From an optimization exercise on the open Yosys and OpenROAD flow, aimed at small area, a short achievable clock period and few clock cycles per item; shortcuts taken in it are not production practice. Only simulation tests tie the RTL to the original design; equivalence was not proved. No activity file was given, so power comes from the tool's default toggle rates.

## flow/design.v (module list and top-level ports; edited modules follow where they fit)
// module kmul_tree: 1261 lines
// module kmul_final: 135 lines
// module kmul_add: 314 lines
// module iterative_karatsuba_hs: 75 lines
module iterative_karatsuba_hs (
    input  logic        clk,
    input  logic        rst,
    input  logic        enable,
    input  logic        in_valid,
    output logic        in_ready,
    input  logic        signed_mode,
    input  logic [31:0] A,
    input  logic [31:0] B,
    output logic        out_valid,
    input  logic        out_ready,
    output logic [63:0] C,
    output logic        busy
);
  // ...
==> flow/flow/run.sh <==
#!/bin/bash
set -euo pipefail
MARGIN=${MARGIN:-5.3}
R=orfs/results/sky130hd/iterative_karatsuba_hs/base
bash standard.sh synth > standard_synth.log 2>&1
cp $R/1_2_yosys.v $R/1_2_yosys.std.v
python3 flow/fa_polarity.py $R/1_2_yosys.std.v $R/1_2_yosys.pol.v > fa_polarity.log 2>&1
sleep 1
cp $R/1_2_yosys.pol.v $R/1_2_yosys.v
bash standard.sh SETUP_SLACK_MARGIN=$MARGIN "BUFFER_PORTS_ARGS=-buffer_cell sky130_fd_sc_hd__buf_1" finish > standard_flow.log 2>&1
==> flow/flow/fa_polarity.py <==
#!/usr/bin/env python3
"""Remove inverters around full-adder cells in a mapped netlist.

A full adder is self-dual: FA(~a, ~b, ~c) = (~sum, ~cout). Each fa cell may
therefore be 'flipped' (fed and read in the opposite polarity) without
changing what the circuit computes. This script chooses a polarity for every
fa cell so that fewer inverters are needed, removes the netlist's inverters
and adds back one inverter per signal that some load still needs inverted.
Registers and every other cell are left as they are.

usage: fa_polarity.py IN.v OUT.v
"""
import re
import sys

ROUNDS = 200

src = open(sys.argv[1]).read()
src = re.sub(r"\(\*.*?\*\)", "", src, flags=re.S)
src = re.sub(r"/\*.*?\*/", "", src, flags=re.S)
m = re.search(r"\bmodule\s+(\S+)\s*\((.*?)\);", src, re.S)
head_end = m.end()
body_end = src.rindex("endmodule")
body = src[head_end:body_end]

# split body into statements
stmts = [s.strip() for s in re.split(r";\s*\n", body) if s.strip()]
cell_re = re.compile(r"^(sky130_fd_sc_hd__\w+)\s+(\S+)\s*\((.*)\)$", re.S)
pin_re = re.compile(r"\.(\w+)\((.*?)\)\s*(?:,|$)", re.S)
OUTS = {"X", "Y", "Q", "Q_N", "SUM", "COUT", "HI", "LO"}

decls, cells, others = [], [], []
ports = set()
for s in stmts:
    if re.match(r"^(input|output|inout)\b", s):
        decls.append(s)
        for nm in re.findall(r"(\\\S+|[A-Za-z_][\w$]*)\s*$", s):
            ports.add(nm)
        nm = s.split()[-1]
        ports.add(nm)
    elif re.match(r"^wire\b", s):
        decls.append(s)
    else:
        cm = cell_re.match(s)
        if cm:
            typ, name, pins = cm.groups()
            pm = {}
            for p, n in pin_re.findall(pins + ","):
                pm[p] = n.strip()
            cells.append([typ, name, pm])
        else:
            others.append(s)


def base(n):
    # net name without bit select on escaped/vector names, for port test
    n = n.strip()
    if n.startswith("\\"):
        return n.split()[0]
    return re.sub(r"\[\d+\]$", "", n)


port_bases = set(base(p) for p in ports)
# nets referenced in assign statements / other statements: keep untouched
pinned = set()
for s in others:
    for tok in re.findall(r"\\\S+ |[A-Za-z_][\w$]*(?:\[\d+\])?", s + " "):
        pinned.add(tok.strip())


def is_port(n):
    return base(n) in port_bases or n.strip() in pinned or base(n) in pinned


def isinv(t):
    return re.match(r"sky130_fd_sc_hd__(clk)?inv(lp)?_\d+$", t) is not None


def isxor(t):
    return re.match(r"sky130_fd_sc_hd__x(n)?or2_\d+$", t) is not None


def isfa(t):
    return re.match(r"sky130_fd_sc_hd__fa_\d+$", t) is not None


driver = {}
for i, (t, nm, pm) in enumerate(cells):
    for p, n in pm.items():
        if p in OUTS and n:
            driver[n] = i

inv_idx = set()
for i, (t, nm, pm) in enumerate(cells):
    if isinv(t) and not is_port(pm["Y"]) and pm["A"] and not pm["A"].startswith("1'"):
        inv_idx.add(i)


def root(n):
    q = 0
    seen = 0
    while n in driver and driver[n] in inv_idx:
        n = cells[driver[n]][2]["A"]
        q ^= 1
        seen += 1
        if seen > 50:
            break
    return n, q


fa_idx = [i for i, c in enumerate(cells) if isfa(c[0]) or isxor(c[0])]
xor_set = set(i for i in fa_idx if isxor(cells[i][0]))
flip = {i: 0 for i in fa_idx}
fixed = set()
for i in fa_idx:
    pm = cells[i][2]
    if is_port(pm.get("SUM", "")) or is_port(pm.get("COUT", "")) or is_port(pm.get("X", "")) or (i in xor_set and is_port(pm.get("Y", ""))):
        fixed.add(i)

# loads: list of (cell index, pin, root, parity)
loads = []
for i, (t, nm, pm) in enumerate(cells):
    if i in inv_idx:
        continue
    for p, n in pm.items():
        if p in OUTS or not n or n.startswith("1'") or n.startswith("{"):
            continue
        r, q = root(n)
        loads.append((i, p, r, q))
# inverters whose outputs are kept (port nets) are normal loads of their input: handled above,
# since they are not in inv_idx.

# index: root -> list of load ids ; fa -> list of load ids on it ; fa -> roots it drives
by_root = {}
for k, (i, p, r, q) in enumerate(loads):
    by_root.setdefault(r, []).append(k)
fa_loads = {i: [] for i in fa_idx}
for k, (i, p, r, q) in enumerate(loads):
    if i in fa_loads:
        fa_loads[i].append(k)
fa_outs = {i: [cells[i][2].get("SUM"), cells[i][2].get("COUT"), cells[i][2].get("X"), cells[i][2].get("Y") if i in xor_set else None] for i in fa_idx}


def supply(r):
    d = driver.get(r)
    if d is not None and d in flip:
        return flip[d]
    return 0


def need(k):
    i, p, r, q = loads[k]
    if i in xor_set:
        return None
    return q ^ (flip[i] if i in flip else 0)


def root_cost(r):
    s = supply(r)
    for k in by_root.get(r, []):
        n = need(k)
        if n is not None and n != s:
            return 1
    return 0


def total():
    return sum(root_cost(r) for r in by_root)


before = sum(1 for _ in inv_idx)
cost = total()
changed = True
it = 0
while changed and it < 50:
    changed = False
    it += 1
    for i in fa_idx:
        if i in fixed:
            continue
        rs = set(loads[k][2] for k in fa_loads[i]) | set(x for x in fa_outs[i] if x)
        c0 = sum(root_cost(r) for r in rs)
        flip[i] ^= 1
        c1 = sum(root_cost(r) for r in rs)
        if c1 < c0:
            changed = True
        else:
            flip[i] ^= 1
cost = total()

# a few rounds of random kicks followed by greedy descent, keeping the best
import random
rng = random.Random(1)
best = dict(flip)
best_cost = cost
free = [i for i in fa_idx if i not in fixed]


def descend():
    ch = True
    while ch:
        ch = False
        for i in free:
            rs = set(loads[k][2] for k in fa_loads[i]) | set(x for x in fa_outs[i] if x)
            c0 = sum(root_cost(r) for r in rs)
            flip[i] ^= 1
            c1 = sum(root_cost(r) for r in rs)
            if c1 < c0:
                ch = True
            else:
                flip[i] ^= 1


for rnd in range(ROUNDS):
    for i in rng.sample(free, max(1, len(free) // 20)):
        flip[i] ^= 1
    descend()
    c = total()
    if c <= best_cost:
        best_cost = c
        best = dict(flip)
    else:
        flip.update(best)
flip.update(best)
cost = total()

# rewrite
newinv = {}
extra_wires = []
out_cells = []
for r in by_root:
    s = supply(r)
    if any(need(k) is not None and need(k) != s for k in by_root[r]):
        nn = f"_fapol{len(newinv)}_"
        newinv[r] = nn
        extra_wires.append(nn)
mism = {i: 0 for i in xor_set}
for k, (i, p, r, q) in enumerate(loads):
    n = need(k)
    if n is None:
        tgt = r
        mism[i] ^= supply(r) ^ q
    else:
        tgt = r if n == supply(r) else newinv[r]
    cells[i][2][p] = tgt
for i in xor_set:
    if mism[i] ^ flip[i]:
        t = cells[i][0]
        pm = cells[i][2]
        if "xnor2" in t:
            cells[i][0] = t.replace("xnor2", "xor2")
            cells[i][2] = {("X" if p == "Y" else p): n for p, n in pm.items()}
        else:
            cells[i][0] = t.replace("xor2", "xnor2")
            cells[i][2] = {("Y" if p == "X" else p): n for p, n in pm.items()}

lines = []
for i, (t, nm, pm) in enumerate(cells):
    if i in inv_idx:
        continue
    pins = ",\n".join(f"    .{p}({n} )" for p, n in pm.items())
    lines.append(f"  {t} {nm} (\n{pins}\n  );")
for r, nn in newinv.items():
    lines.append(f"  sky130_fd_sc_hd__inv_1 {nn}inst (\n    .A({r} ),\n    .Y({nn} )\n  );")

out = src[:head_end] + "\n"
out += "".join(f"  {d} ;\n" for d in decls)
out += "".join(f"  wire {w};\n" for w in extra_wires)
out += "".join(f"  {s} ;\n" for s in others)
out += "\n".join(lines) + "\n"
out += src[body_end:]
open(sys.argv[2], "w").write(out)
print(f"fa cells {len(fa_idx)} flipped {sum(flip.values())}; inverters {before} -> {len(newinv)} ({it} passes)")
==> flow/standard.sh <==
#!/bin/bash
# synth_recipe.tcl (not shown) runs the flow's synth.tcl, then flattens the netlist and writes it again
# the make line also repeats each setting of config.mk as NAME=value (left out here)
make -C /OpenROAD-flow-scripts/flow DESIGN_CONFIG=/design/flow/config.mk WORK_HOME=/design/flow/orfs CLKGATE_MAP_FILE= SYNTH_SCRIPT=/design/flow/synth_recipe.tcl "${@:-finish}"
==> flow/config.mk <==
export PLATFORM = sky130hd
export DESIGN_NAME = iterative_karatsuba_hs
export DESIGN_NICKNAME = iterative_karatsuba_hs
export VERILOG_FILES = /design/flow/design.v
export SDC_FILE = /design/flow/constraint.sdc
export NUM_CORES = 4
export LEC_CHECK = 0
export ABC_AREA = 1
export CAP_MARGIN = 20
export CORE_MARGIN = 2
export CORE_UTILIZATION = 62
export SLEW_MARGIN = 20
==> flow/constraint.sdc <==
create_clock -name core_clock -period 9.5 [get_ports {clk}]
set_input_delay 1.9000 -clock core_clock [delete_from_list [all_inputs] [get_ports {clk}]]
set_output_delay 1.9000 -clock core_clock [all_outputs]
set_load 0.01 [all_outputs]
==> impl.org, run 1 <==
** Layout
- Summing all non-filler instances in the final layout gives an area of 37180 µm².
- Non-clock inverter total of the final layout :: 231
- Most frequent standard cell in the layout excluding fill and tap cells :: sky130_fd_sc_hd__o22ai_1

** Power
- The clock network accounts for 7.5% of the total power.

** Setup path
- Worst setup path endpoint :: cs_q[80]
- Timing startpoint of the critical path :: one_q[3]
- STA classifies the critical path endpoint as a flip-flop.
- Kind of cell with the highest combined delay on the critical path :: adder cells
- Kind of start point of the critical path :: flip-flop

** Clocking
- Root buffer cell :: sky130_fd_sc_hd__clkbuf_16
- Counting every sink on the clock net gives 277.
- Longest Clk Path Bufs :: 3
- The clock reaches the later pin of the worst-skew pair after 0.61 ns.

** Outcome
- The run finished with no timing, DRC or antenna violations.

** Die
- I/O pin count :: 137
- Overall die area :: 52840 µm²

** Place
- Pre-CTS worst setup slack :: 4.637 ns

** Worst hold path
- Hold Path Origin :: v0_q

** Logic synthesis
- Yosys warns :: 1

** STA
- Final Worst Setup Slack :: 5.233 ns
- At the pin with the least slew margin, the transition time is 1.048 ns.
- The final critical path takes up 44.92% of the cycle.
- The routed design could run at a clock period as short as 4.267 ns.
- The number of pins with negative max-slew slack in the final report is 0.

** Run
- MaxCap Viol Count :: 0

** Global route
- Pin count of the biggest net entering global routing :: 73
Testbench counts, summed over its fixed seeds: cycles 2,072, items 2,048.
==> module iterative_karatsuba_hs, before the edit <==
module iterative_karatsuba_hs (
    input  logic        clk,
    input  logic        rst,
    input  logic        enable,
    input  logic        in_valid,
    output logic        in_ready,
    input  logic        signed_mode,
    input  logic [31:0] A,
    input  logic [31:0] B,
    output logic        out_valid,
    input  logic        out_ready,
    output logic [63:0] C,
    output logic        busy
);
    localparam int unsigned CW = karatsuba_pkg::CUT_W;
    logic        v0_q, v1_q, v2_q;
    logic [32:0] x_q;
    logic [16:0] one_q, two_q, ng_q;
    logic [CW-1:0] cs_q;
    logic [63:0] c_q;
    logic [34:0] y;
    logic [16:0] one_d, two_d, ng_d;
    assign y = {{2{signed_mode & B[31]}}, B, 1'b0};
    always_comb begin
        for (int i = 0; i < 17; i++) begin
            one_d[i] = y[2*i+1] ^ y[2*i];
            two_d[i] = (y[2*i+2] & ~y[2*i+1] & ~y[2*i]) | (~y[2*i+2] & y[2*i+1] & y[2*i]);
            ng_d[i]  = y[2*i+2];
        end
    end
    logic [CW-1:0] cs_d;
    logic [63:0]   prod;
    kmul_tree u_tree (
        .x  (x_q),
        .one(one_q),
        .two(two_q),
        .ng (ng_q),
        .cs (cs_d)
    );
    kmul_final u_final (
        .cs(cs_q),
        .p (prod)
    );
    logic adv0, adv1, adv2;
    assign adv2 = ~v2_q | out_ready;
    assign adv1 = ~v1_q | adv2;
    assign adv0 = ~v0_q | adv1;
    always_ff @(posedge clk) begin
        if (rst) begin
            v0_q <= 1'b0;
            v1_q <= 1'b0;
            v2_q <= 1'b0;
        end else if (enable) begin
            if (adv0) v0_q <= in_valid;
            if (adv1) v1_q <= v0_q;
            if (adv2) v2_q <= v1_q;
        end
    end
    always_ff @(posedge clk) begin
        if (enable) begin
            if (adv0) begin
                x_q   <= {signed_mode & A[31], A};
                one_q <= one_d;
                two_q <= two_d;
                ng_q  <= ng_d;
            end
            if (adv1) cs_q <= cs_d;
            if (adv2) c_q <= prod;
        end
    end
    assign in_ready  = adv0;
    assign out_valid = v2_q;
    assign C         = c_q;
    assign busy      = v0_q | v1_q | v2_q;
endmodule
==> run 2, diff against run 1 <==
--- a/flow/design.v
+++ b/flow/design.v
@@ -1727,9 +1727,8 @@
 );
     localparam int unsigned CW = karatsuba_pkg::CUT_W;
-    logic        v0_q, v1_q, v2_q;
+    logic        v0_q, v1_q;
     logic [32:0] x_q;
     logic [16:0] one_q, two_q, ng_q;
     logic [CW-1:0] cs_q;
-    logic [63:0] c_q;
     logic [34:0] y;
     logic [16:0] one_d, two_d, ng_d;
@@ -1755,7 +1754,6 @@
         .p (prod)
     );
-    logic adv0, adv1, adv2;
-    assign adv2 = ~v2_q | out_ready;
-    assign adv1 = ~v1_q | adv2;
+    logic adv0, adv1;
+    assign adv1 = ~v1_q | out_ready;
     assign adv0 = ~v0_q | adv1;
     always_ff @(posedge clk) begin
@@ -1763,9 +1761,7 @@
             v0_q <= 1'b0;
             v1_q <= 1'b0;
-            v2_q <= 1'b0;
         end else if (enable) begin
             if (adv0) v0_q <= in_valid;
             if (adv1) v1_q <= v0_q;
-            if (adv2) v2_q <= v1_q;
         end
     end
@@ -1779,10 +1775,9 @@
             end
             if (adv1) cs_q <= cs_d;
-            if (adv2) c_q <= prod;
         end
     end
     assign in_ready  = adv0;
-    assign out_valid = v2_q;
-    assign C         = c_q;
-    assign busy      = v0_q | v1_q | v2_q;
+    assign out_valid = v1_q;
+    assign C         = prod;
+    assign busy      = v0_q | v1_q;
 endmodule
--- a/flow/flow/run.sh
+++ b/flow/flow/run.sh
@@ -1,5 +1,5 @@
 #!/bin/bash
 set -euo pipefail
-MARGIN=${MARGIN:-5.3}
+MARGIN=${MARGIN:-5.0}
 R=orfs/results/sky130hd/iterative_karatsuba_hs/base
 bash standard.sh synth > standard_synth.log 2>&1
--- a/flow/config.mk
+++ b/flow/config.mk
@@ -9,4 +9,4 @@
 export CAP_MARGIN = 20
 export CORE_MARGIN = 2
-export CORE_UTILIZATION = 62
+export CORE_UTILIZATION = 55
 export SLEW_MARGIN = 20
==> run 2 against run 1 <==
Still clean on timing, DRC and antenna. Sequential share of layout area down 3.3 points. Clock skew down 0.0056 ns. Die area increased by 5.7%. Hold slack better by 0.0088 ns. Critical endpoint is now C[63].
==> impl.org, run 2 <==
** Outcome
- Outcome :: finished clean

** Layout
- The filler cells instantiated in the layout total 4356.
- Fraction of final layout cells with drive strength greater than 1 :: 14.95%
- The finished layout cell area is 33370 µm² (-10%).
- The register with the most flip-flops in the layout has 127 of them.
- Largest registers :: cs_q x127, x_q x33
- Most flop-heavy register :: cs_q
- Net count reported at finish :: 3517
- The library cells used most frequently in the layout, excluding fill and tap cells, are 512 x sky130_fd_sc_hd__o22ai_1, 479 x sky130_fd_sc_hd__fa_1, 349 x sky130_fd_sc_hd__xor2_1.
- Relative to the synthesized area, the layout overhead comes to 12.35%.
- Most frequent standard cell in the layout excluding fill and tap cells :: sky130_fd_sc_hd__o22ai_1

** Worst hold path
- Path class of the lowest-slack min-delay path :: reg2reg
- Hold Path Origin :: v0_q

** Setup path
- Timing startpoint of the critical path :: cs_q[21]
- The setup path with the least slack is of type reg2out.
- STA puts the critical path data arrival time at 3.31 ns.
- Endpoint required time on the critical path :: 7.60 ns
- Setup crit end kind :: output port
- Kind of start point of the critical path :: flip-flop
- In this run the worst path has a maximum fanout of 3.
- The startpoint identified for the worst register-to-register timing path is one_q[6].

** STA
- Max Clk Rate :: 192.0 MHz
- The total count of hold-check failures in the final report is 0.
- RSZ-0062 raised after global routing :: true
- The number of pins with negative max-slew slack in the final report is 0 (unchanged).
- Setup TNS after final layout :: 0 ns
- Final setup vio count :: 0
- Final clock skew :: 0.01706 ns
- Headroom to the max-slew limit came out at 29.30%.
- Shortest period the worst path allows :: 5.209 ns (+0.9419 ns)
- The final period utilization came to 54.83% (+9.9 points).
- Hold is met by 0.5186 ns.
- The transition time at the pin with the least slew margin is 1.061 ns (+0.01288 ns).

** Die
- I/O pin count :: 137 (unchanged)
- Row Count :: 85
- After floorplanning, the core was sized to cover 53600 µm².
- The total die area came to 55880 µm² (+5.7%).
- Effective utilization at floorplan :: 55.41%
- The die is 236.4 µm tall.
- Die span in x :: 236.4 µm

** Power
- The internal power of the cells totals 6.938 mW.
- Fraction of power consumed by sequential logic :: 17.5%
- Net Switching :: 5.739 mW
- The analysis attributes to cell leakage a power of 13.11 nW.
- Dividing total power by cell area gives a power density of 379.9 nW/µm².
- Of the total power, the share spent switching nets is 45.27%.
- Part of the power in the clock network :: 7.6% (about the same)
- The worst-case IR drop observed on VDD is 0.2146 mV.
- Combinational cell fraction of total power :: 74.9%

** Run
- MaxCap Viol Count :: 0 (unchanged)

** Place
- In this run the cell area measured after placement is 30730 µm².
- Routability-driven placement finished with a final weighted congestion of 0.9358.
- DP Wirelength :: 65.20 mm
- Port buffering added 136 buffers.

** Clocking
- Number of buffers created by CTS :: 25
- The clock latency on the worst-skew pair is 0.58 ns (-0.03 ns).
- In this run, post-CTS hold repair placed 0 buffers.
- The cell sitting at the root of the clock tree is a sky130_fd_sc_hd__clkbuf_16.
- Total number of clock tree sinks :: 212 (-23%)
- TritonCTS built the clock tree.
- The maximum buffer depth of the clock tree was 3 (unchanged).
- CTS clk-pin slew, worst paths :: 0.06 ns
- Number of H-tree branching levels :: 1

** Global route
- Summed over all layers, the global routing overflow is 0.
- The number of antenna violations at the first check in global routing came to 1.
- Pin count of the biggest net entering global routing :: 79 (+8.2%)
- The number of global-route vias before repair was 24220.
- Overall fraction of global-route tracks in use :: 35.46%
- The first global-routing pass estimated 149.3 mm of wire.

** Drt
- The first TritonRoute pass finished after 7 iterations.
- Final WL :: 99.11 mm
- Via count :: 23160
- Post-route antenna net violation count :: 0
- Vias per cell :: 6.530
- For this run, design rule violations remaining after detail routing come to 0.
- Iteration-0 DRC Markers :: 2727
- After detailed routing, the average wire length per cell comes to 27.94 µm.

** Logic synthesis
- Post-synthesis instance area :: 29700 µm²
- The number of nets handed over by synthesis was 3422.
- Gate count after technology mapping :: 2738
- Yosys warns :: 1 (unchanged)
- Mean instance size in the synthesized netlist :: 10.85 µm²
-- run 2: metal layers --
| layer | vias to the layer above | share of wire (%) | track usage (%) | routed length (µm) |
|---|---|---|---|---|
| met5 | - | 0 | 0 | 0 |
| li1 | 9456 | - | - | - |
| met1 | 11770 | 38 | 47.99 | 37450 |
| met2 | 1595 | 44 | 53.19 | 44010 |
| met3 | 346 | 13 | 11.06 | 13080 |
| met4 | 0 | 4.6 | 14.63 | 4569 |
-- run 2: critical path, cell delays in order (launching register included) --
cell	delay, ns
sky130_fd_sc_hd__edfxtp_1	0.42
sky130_fd_sc_hd__ha_4	0.28
sky130_fd_sc_hd__a21oi_2	0.20
sky130_fd_sc_hd__nand2_4	0.09
sky130_fd_sc_hd__a21oi_4	0.20
sky130_fd_sc_hd__nand2_8	0.12
sky130_fd_sc_hd__nand2_8	0.09
sky130_fd_sc_hd__nand2_8	0.07
sky130_fd_sc_hd__nand2_8	0.08
sky130_fd_sc_hd__nand2_8	0.09
sky130_fd_sc_hd__nand2_4	0.09
sky130_fd_sc_hd__nand2_4	0.07
sky130_fd_sc_hd__nand2_4	0.06
sky130_fd_sc_hd__nand2_4	0.05
sky130_fd_sc_hd__nand2_2	0.08
sky130_fd_sc_hd__nand2_2	0.05
sky130_fd_sc_hd__fa_2	0.35
sky130_fd_sc_hd__xor2_1	0.16
sky130_fd_sc_hd__buf_2	0.15
-- run 2: path summary, 6_finish.rpt --
path | end | slack (ns) | cells after the start
min | v0_q | 0.52 | 2
max reg2reg | cs_q[82] | 5.05 | 10
min reg2reg | v0_q | 0.52 | 2
max | C[63] | 4.29 | 18
-- run 2: layout make-up --
type	count	area, µm²	area share [%]
clock buffers	30	644.4	1.931
clock inverters	14	140.1	0.4199
repair buffers	322	2303	6.903
inverters	240	965.9	2.895
flip-flops and latches	212	6346	19.02
diodes	1	2.502	0.007499
multi-input cells	2032	22100	66.22
well taps	696	870.8	2.610
-- run 2: stage by stage --
step | setup slack, ns | utilization, % | power [mW] | std cells
global route | 4.173 | 62.25 | 13.91 | 3546
CTS | 4.266 | 60.68 | 12.27 | 3508
global placement | 4.586 | 57.33 | 10.48 | 3402
floorplan | 5.025 | - | 7.948 | 2738
finish | 4.291 | 62.25 | 12.68 | 3547
detailed placement | 4.570 | 57.33 | 10.74 | 3402
-- run 2: power by group through the flow --
stage          Clock [mW]  Combinational [mW]  Sequential [mW]
6_report            0.963                9.50             2.22
5_1_grt              1.02                10.6             2.25
4_1_cts             0.986                9.07             2.22
3_5_place_dp            0                8.52             2.22
3_3_place_gp            0                8.27             2.21
2_1_floorplan           0                5.78             2.16
-- run 2: what timing repair did --
item | in CTS | in global routing
setup endpoints to repair | 85 | 83
pin swaps | 27 | 46
setup buffers | 62 | 38
resized for setup | 137 | 142
Testbench counts of run 2, summed over its fixed seeds: cycles 2,064, items 2,048.

separate check: timing with driven ports:
The flow's constraints put no driver on any port. The routed layouts listed below were extracted and timed again, unchanged, in two steps. Step 1, drivers: a clkbuf_16 drives clk and a buf_2 each remaining input, both assumed. Step 2 times the ports against the registers' clock, not the clock port: input delays grow and output delays shrink by t, the midpoint of the rising clock arrivals with the driver on. Slacks: no drivers / after step 1 / after step 2; pairs: no drivers / after step 1.
| run | t (ns) | slack for setup (ns) | clock arrival spread, ns | worst register clock-pin slew, ns |
|---|---|---|---|---|
| run 1 | 0.665 | 5.233 / 5.233 / 5.157 | 0.023 / 0.023 | 0.07 / 0.07 |
| run 2 | 0.637 | 4.291 / 4.226 / 4.863 | 0.017 / 0.017 | 0.06 / 0.06 |
After both steps every run listed still meets setup and hold. For run 1, which loses most, drivers alone change the setup slack by 0.000 ns; drivers and shift together by -0.076 ns.
